What follows belongs to an exercise in optimizing a design on an open flow for small area, a short achievable clock period and few clock cycles per item; a production flow would make more cautious choices. Only simulation tests tie the RTL to the original design; equivalence was not proved. Power and IR drop assume default switching activity.

04-06:
Design alu_exec_top, start of the top module:
module alu_exec_top (
  input  logic                           in_clk,
  input  logic                           in_rst,
  input  logic [alu_pkg::APB_ADDR_W-1:0] paddr_i,
  input  logic                           psel_i,
  input  logic                           penable_i,
  input  logic                           pwrite_i,
  input  logic [alu_pkg::XLEN-1:0]       pwdata_i,
  output logic [alu_pkg::XLEN-1:0]       prdata_o,
  output logic                           pready_o,
  output logic                           pslverr_o
);
Size in the first run: roughly 3,400 cells after synthesis, roughly 1,100 flip-flops, ~83 I/O pins, roughly 0.049 mm^2 of cells after synthesis.
Settings: LEC_CHECK=0, CAP_MARGIN=20, CELL_PAD_IN_SITES_DETAIL_PLACEMENT=1, CELL_PAD_IN_SITES_GLOBAL_PLACEMENT=2, CORE_MARGIN=2, CORE_UTILIZATION=40, CTS_BUF_LIST=sky130_fd_sc_hd__clkbuf_8, PLACE_DENSITY=0.6, SETUP_SLACK_MARGIN=4, SLEW_MARGIN=20; clock period 8.0 ns.
run.sh (not shown) runs the stock make flow with config.mk's settings and CLKGATE_MAP_FILE= SYNTH_SCRIPT=/design/flow/synth_recipe.tcl, a recipe that flattens the netlist after the stock synthesis.
Testbench counts of 04-06, summed over its fixed seeds: cycles 49,008, transfers 24,504.
--- input diff 04-06..09-20 ---
- setting CTS_CLUSTER_DIAMETER to 50 for the first time
- setting CTS_CLUSTER_SIZE to 16 for the first time
- changing PLACE_DENSITY from 0.6 to 0.65
- setting TNS_END_PERCENT to 20 for the first time
- changing CORE_UTILIZATION from 40 to 47
==> comparison <==
- 09-20 vs 04-06: critical path required time down
- Compared with 04-06, 09-20 shows a lower clock latency at the later pin of the worst-skew pair.
- In the tables for 04-06 and 09-20, logic gate share of total power reads higher with 09-20.
- 09-20 against 04-06: design area decreased by 0.0021 mm^2 relative to the old numbers; worst hold slack ~0 delta; routed wire length now sits lower; time the final worst path needs with I/O delays and setup up 0.12 ns.
- Per the comparison of 09-20 with 04-06, met1 usage in global routing higher, overall power of the completed layout went down by 9.6%.


alu_exec_top again, from the RTL that the note above started with.
export LEC_CHECK = 0
export CAP_MARGIN = 20
export CELL_PAD_IN_SITES_DETAIL_PLACEMENT = 1
export CELL_PAD_IN_SITES_GLOBAL_PLACEMENT = 2
export CORE_MARGIN = 2
export CORE_UTILIZATION = 40
export CTS_BUF_LIST = sky130_fd_sc_hd__clkbuf_8
export CTS_CLUSTER_DIAMETER = 50
export CTS_CLUSTER_SIZE = 16
export PLACE_DENSITY = 0.6
export SETUP_SLACK_MARGIN = 4
export SLEW_MARGIN = 20
create_clock -name core_clock -period 8.0 [get_ports {in_clk}]
standard.sh (not shown) runs the stock make flow with config.mk's settings and CLKGATE_MAP_FILE= SYNTH_SCRIPT=/design/flow/synth_recipe.tcl, a recipe that flattens the netlist after the stock synthesis.
==> flow/flow/run.sh <==
#!/bin/bash
# The standard layout, with the register file flops placed bit-sliced on
# the floorplan before global placement (flow/place_regs.tcl)
set -euo pipefail
R=orfs/results/sky130hd/alu_exec_top/base
bash standard.sh synth floorplan > make_floorplan.log 2>&1
ODB=$R/2_floorplan.odb openroad -no_init -exit flow/place_regs.tcl > place_regs.log 2>&1
bash standard.sh finish > make_finish.log 2>&1
==> flow/flow/place_regs.tcl <==
# Bit-sliced placement of the register file flops, done on the floorplan
# before global placement. The 31 words of each bit sit in one block of two
# flop columns, with a free column between them for the bit's read logic;
# the 32 blocks form an 8 x 4 array in the middle of the core. Flop columns
# sit between the tap cells (every 13.8 um across alternate rows), a site
# clear of them on each side for the placement padding, so the
# flops land on legal sites. They are marked FIRM so placement keeps them.
set odb $::env(ODB)
read_db $odb
set blk [ord::get_db_block]

set rows {}
foreach r [$blk getRows] { lappend rows [list [lindex [$r getOrigin] 1] [$r getOrient]] }
set rows [lsort -integer -index 0 $rows]
set nrows [llength $rows]

# Tap x positions (all rows together), to find the flop columns between them
set tapx {}
foreach inst [$blk getInsts] {
  if {[string match *tap* [[$inst getMaster] getName]]} {
    lappend tapx [lindex [$inst getLocation] 0]
  }
}
set tapx [lsort -integer -unique $tapx]
set site 460
set fw 11040
set cols {}
for {set i 0} {$i < [llength $tapx] - 1} {incr i} {
  set x0 [expr {[lindex $tapx $i] + 2 * $site}]
  set x1 [lindex $tapx [expr {$i + 1}]]
  if {$x1 - $x0 >= $fw + $site} { lappend cols $x0 }
}
set ncols [llength $cols]
puts "flop columns: $ncols, rows: $nrows"

set nbx [expr {$ncols / 3}]
if {$nbx > 8} { set nbx 8 }
set nby [expr {(32 + $nbx - 1) / $nbx}]
set band 16
set gap 1
set total [expr {$nby * $band + ($nby - 1) * $gap}]
set row0 [expr {($nrows - $total) / 2}]
set col0 [expr {($ncols - 3 * $nbx) / 2}]
puts "blocks $nbx x $nby, first row $row0, first column $col0"

set placed 0
foreach inst [$blk getInsts] {
  set n [$inst getName]
  if {![regexp {regs\\\[(\d+)\\\]\\\[(\d+)\\\]} $n -> w b]} continue
  set bx [expr {$b % $nbx}]
  set by [expr {$b / $nbx}]
  set idx [expr {$w - 1}]
  set c [expr {$col0 + 3 * $bx + ($idx / $band == 0 ? 0 : 2)}]
  set r [expr {$row0 + $by * ($band + $gap) + $idx % $band}]
  set rowinfo [lindex $rows $r]
  $inst setOrient [lindex $rowinfo 1]
  $inst setLocation [lindex $cols $c] [lindex $rowinfo 0]
  $inst setPlacementStatus FIRM
  incr placed
}
puts "placed $placed register file flops"
write_db $odb
The baseline never finished: it broke off in 3_5_place_dp, error DPL-0033.
Testbench counts at the start, summed over its fixed seeds: cycles 49,008, transfers 24,504.
Then changed:
--- a/flow/flow/place_regs.tcl
+++ b/flow/flow/place_regs.tcl
@@ -5,2 +5 @@
-# sit between the tap cells (every 13.8 um across alternate rows), a site
-# clear of them on each side for the placement padding, so the
+# sit between the tap cells (every 13.8 um across alternate rows), so the
@@ -29 +28 @@
-  set x0 [expr {[lindex $tapx $i] + 2 * $site}]
+  set x0 [expr {[lindex $tapx $i] + $site}]
@@ -31 +30 @@
-  if {$x1 - $x0 >= $fw + $site} { lappend cols $x0 }
+  if {$x1 - $x0 >= $fw} { lappend cols $x0 }
Outcome:
- The new run failed in 3_5_place_dp with DPL-0033
- synthesized cell count stays the same
- area after synthesis is unchanged
Then changed:
==> flow/run.sh (new file) <==
#!/bin/bash
# synth_recipe.tcl (not shown) runs the flow's synth.tcl, then flattens the netlist and writes it again
# the make line also repeats each setting of config.mk as NAME=value (left out here)
make -C /OpenROAD-flow-scripts/flow DESIGN_CONFIG=/design/flow/config.mk WORK_HOME=/design/flow/orfs CLKGATE_MAP_FILE= SYNTH_SCRIPT=/design/flow/synth_recipe.tcl finish
removed: flow/flow/run.sh
removed: flow/flow/place_regs.tcl
removed: flow/standard.sh
=> Now the flow went through all stages and came out clean; area after synthesis does not change; synthesized cell count stays the same.
Then changed:
- CORE_UTILIZATION: 40 -> 60
- PLACE_DENSITY: 0.6 -> 0.7
With this change the flow ended with an error in 5_1_grt on GRT-0232.
Synthesized cell count is unchanged.
Synthesized area stays the same.
Then changed:
- CORE_UTILIZATION: 60 -> 40
- PLACE_DENSITY: 0.7 -> 0.6
- SETUP_SLACK_MARGIN: 4 -> 4.5
- TNS_END_PERCENT: unset -> 10
What happened: The changed run completed with no timing, DRC or antenna violations. Area after synthesis stays the same. Synthesized cell count does not change.
Then changed:
- CELL_PAD_IN_SITES_DETAIL_PLACEMENT: 1 -> 2
- CELL_PAD_IN_SITES_GLOBAL_PLACEMENT: 2 -> 4
- CORE_UTILIZATION: 40 -> 25
- CTS_BUF_LIST: sky130_fd_sc_hd__clkbuf_8 -> unset
- CTS_CLUSTER_DIAMETER: 50 -> unset
- CTS_CLUSTER_SIZE: 16 -> unset
- PLACE_DENSITY: 0.6 -> 0.5
- SETUP_SLACK_MARGIN: 4.5 -> unset
- TNS_END_PERCENT: 10 -> unset
After rerunning:
- maximum frequency is lower by 42%
- synthesized cell count does not change
- synthesized area stays the same
- clock power goes up by 41%
- setup slack is worse by 2.9 ns
- clock skew drops by 0.082 ns
- worst hold slack is worse by 0.016 ns
- wire length rose by 5.3%
- final cell count goes up by 11%
- first-iteration DRC count drops by 48%
- sequential share of layout area increases by 3.3 points


Setup of v32:
alu_exec_top, a different RTL version from the one above (not shown whole).
For scale: ~3300 cells after synthesis, roughly 83 I/O pins, ~49000 um^2 of cells after synthesis.
clock: 8.0 ns
lec_check: 0
cap_margin: 20
cell_pad_in_sites_detail_placement: 1
cell_pad_in_sites_global_placement: 2
core_margin: 2
core_utilization: 47
cts_buf_list: sky130_fd_sc_hd__clkbuf_8
cts_cluster_diameter: 50
cts_cluster_size: 16
place_density: 0.65
setup_slack_margin: 4
slew_margin: 20
==> flow/flow/run.sh <==
#!/bin/bash
# The standard layout with extra ORFS settings on make's command line
set -euo pipefail
bash standard.sh 'BUFFER_PORTS_ARGS=-buffer_cell sky130_fd_sc_hd__buf_2' finish > make_finish.log 2>&1
v32 was carried through to the last stage, and its layout satisfied the timing, design-rule and antenna checks.
Testbench counts of v32, summed over its fixed seeds: cycles 49,008, transfers 24,504.
Changes in v22 relative to v32:
==> flow/run.sh (new file) <==
#!/bin/bash
# synth_recipe.tcl (not shown) runs the flow's synth.tcl, then flattens the netlist and writes it again
# the make line also repeats each setting of config.mk as NAME=value (left out here)
make -C /OpenROAD-flow-scripts/flow DESIGN_CONFIG=/design/flow/config.mk WORK_HOME=/design/flow/orfs CLKGATE_MAP_FILE= SYNTH_SCRIPT=/design/flow/synth_recipe.tcl finish
removed: flow/flow/run.sh
removed: flow/standard.sh
## What came out
v22: all stages complete, timing, DRC and antenna checks passed. v22 vs v32: power density of the placed cells down slightly. Going from v32 to v22, the required time at the endpoint of the critical path was found to have gone down by 2.37 ns. As of v22, wire length had risen slightly compared to v32. Critical setup path kind = flip-flop to primary output: v22; critical setup path kind = primary input to flip-flop: v32. Against v32, worst-case vdd ir drop in v22 came out worse. v22 against v32: part of the power in the clock network rose by 0.7 points; via count of the first global-routing pass rose by 796; multi-input logic portion of the cell area fell by 0.25 points.
Relative to v22, the following input files were edited for v18:
- changing PLACE_DENSITY from 0.65 to 0.68
- changing CORE_UTILIZATION from 47 to 52
==> flow/flow/run.sh (new file) <==
#!/bin/bash
# The standard layout with extra ORFS settings on make's command line
set -euo pipefail
bash standard.sh 'BUFFER_PORTS_ARGS=-buffer_cell sky130_fd_sc_hd__buf_4' finish > make_finish.log 2>&1
==> flow/standard.sh (new file) <==
#!/bin/bash
# synth_recipe.tcl (not shown) runs the flow's synth.tcl, then flattens the netlist and writes it again
# the make line also repeats each setting of config.mk as NAME=value (left out here)
make -C /OpenROAD-flow-scripts/flow DESIGN_CONFIG=/design/flow/config.mk WORK_HOME=/design/flow/orfs CLKGATE_MAP_FILE= SYNTH_SCRIPT=/design/flow/synth_recipe.tcl "${@:-finish}"
removed: flow/run.sh
- The final layouts of v22 and v18 pass the timing, design-rule and antenna checks.
- Against v22, routed wire length in v18 came out better.
- Changes observed in v18 relative to v22: slack of the critical path saw an increase; clock-buffer cell count saw a decrease; core utilization saw an increase; total global-route track usage saw an increase.
- v18 vs v22: number of nets in the layout down by a few percent
- Clock group power delta (v18 − v22): favourable
- In the tables for v22 and v18, leakage dissipation reads higher with v22.
- [v18 vs v22] clock share of power: lower in v18
> inputs changed (v18 -> v52)
- a change of CORE_UTILIZATION from 52 to 47
- a change of CTS_CLUSTER_DIAMETER from 50 to 45
- a change of PLACE_DENSITY from 0.68 to 0.65
- a change of CTS_CLUSTER_SIZE from 16 to 20
==> results.txt <==
v52 has power density normalized to cell area above what v18 had. v52 vs v18, worst setup path endpoint: wb_data_q[0]$_DFFE_PP_ vs prdata_o[2]. Summary: with v18 as the reference, final design instance area without fill in v52 moved up slightly. Comparing v52 with v18, the first-pass GRT wire length came out essentially unchanged. The count of clock buffers in the final design number comes out higher for v52 vs v18.

## afterwards: timing with drivers on the ports
The results above use ideal ports. As a check the final layouts listed here were re-extracted and re-timed, cells and wires unchanged.
Step 1, drivers: a clkbuf_16 drives in_clk and a buf_2 each remaining input, both assumed.
Step 2, shift: input delay + t, output delay - t, t = (earliest + latest rising clock arrival at the registers) / 2. This alone moves slack from input paths to output paths.
a / b / c = no drivers / after step 1 / after step 2; a / b = the first two.
| run | t, ns | setup slack, ns | worst setup path after step 2 |
|---|---|---|---|
| 04-06 | 0.972 | 3.933 / 3.939 / 2.967 | input to register |
| 09-20 | 0.825 | 3.809 / 3.817 / 2.992 | input to register |
| the third run of note 2 | 0.927 | 3.945 / 3.935 / 3.008 | input to register |
| the fifth run of note 2 | 0.893 | 4.005 / 3.902 / 3.009 | input to register |
| the sixth run of note 2 | 0.860 | 1.106 / 1.171 / 0.311 | input to register |
| v32 | 0.895 | 3.956 / 3.950 / 3.097 | input to register |
| v22 | 0.893 | 3.765 / 3.686 / 2.967 | input to register |
| v18 | 0.891 | 3.919 / 3.848 / 3.090 | input to register |
| v52 | 0.910 | 3.939 / 3.939 / 3.060 | input to register |
After both steps setup and hold are still met in every run listed. The setup slack of the fifth run of note 2, which loses most, moves by -0.103 ns with the drivers and by -0.996 ns with both steps.
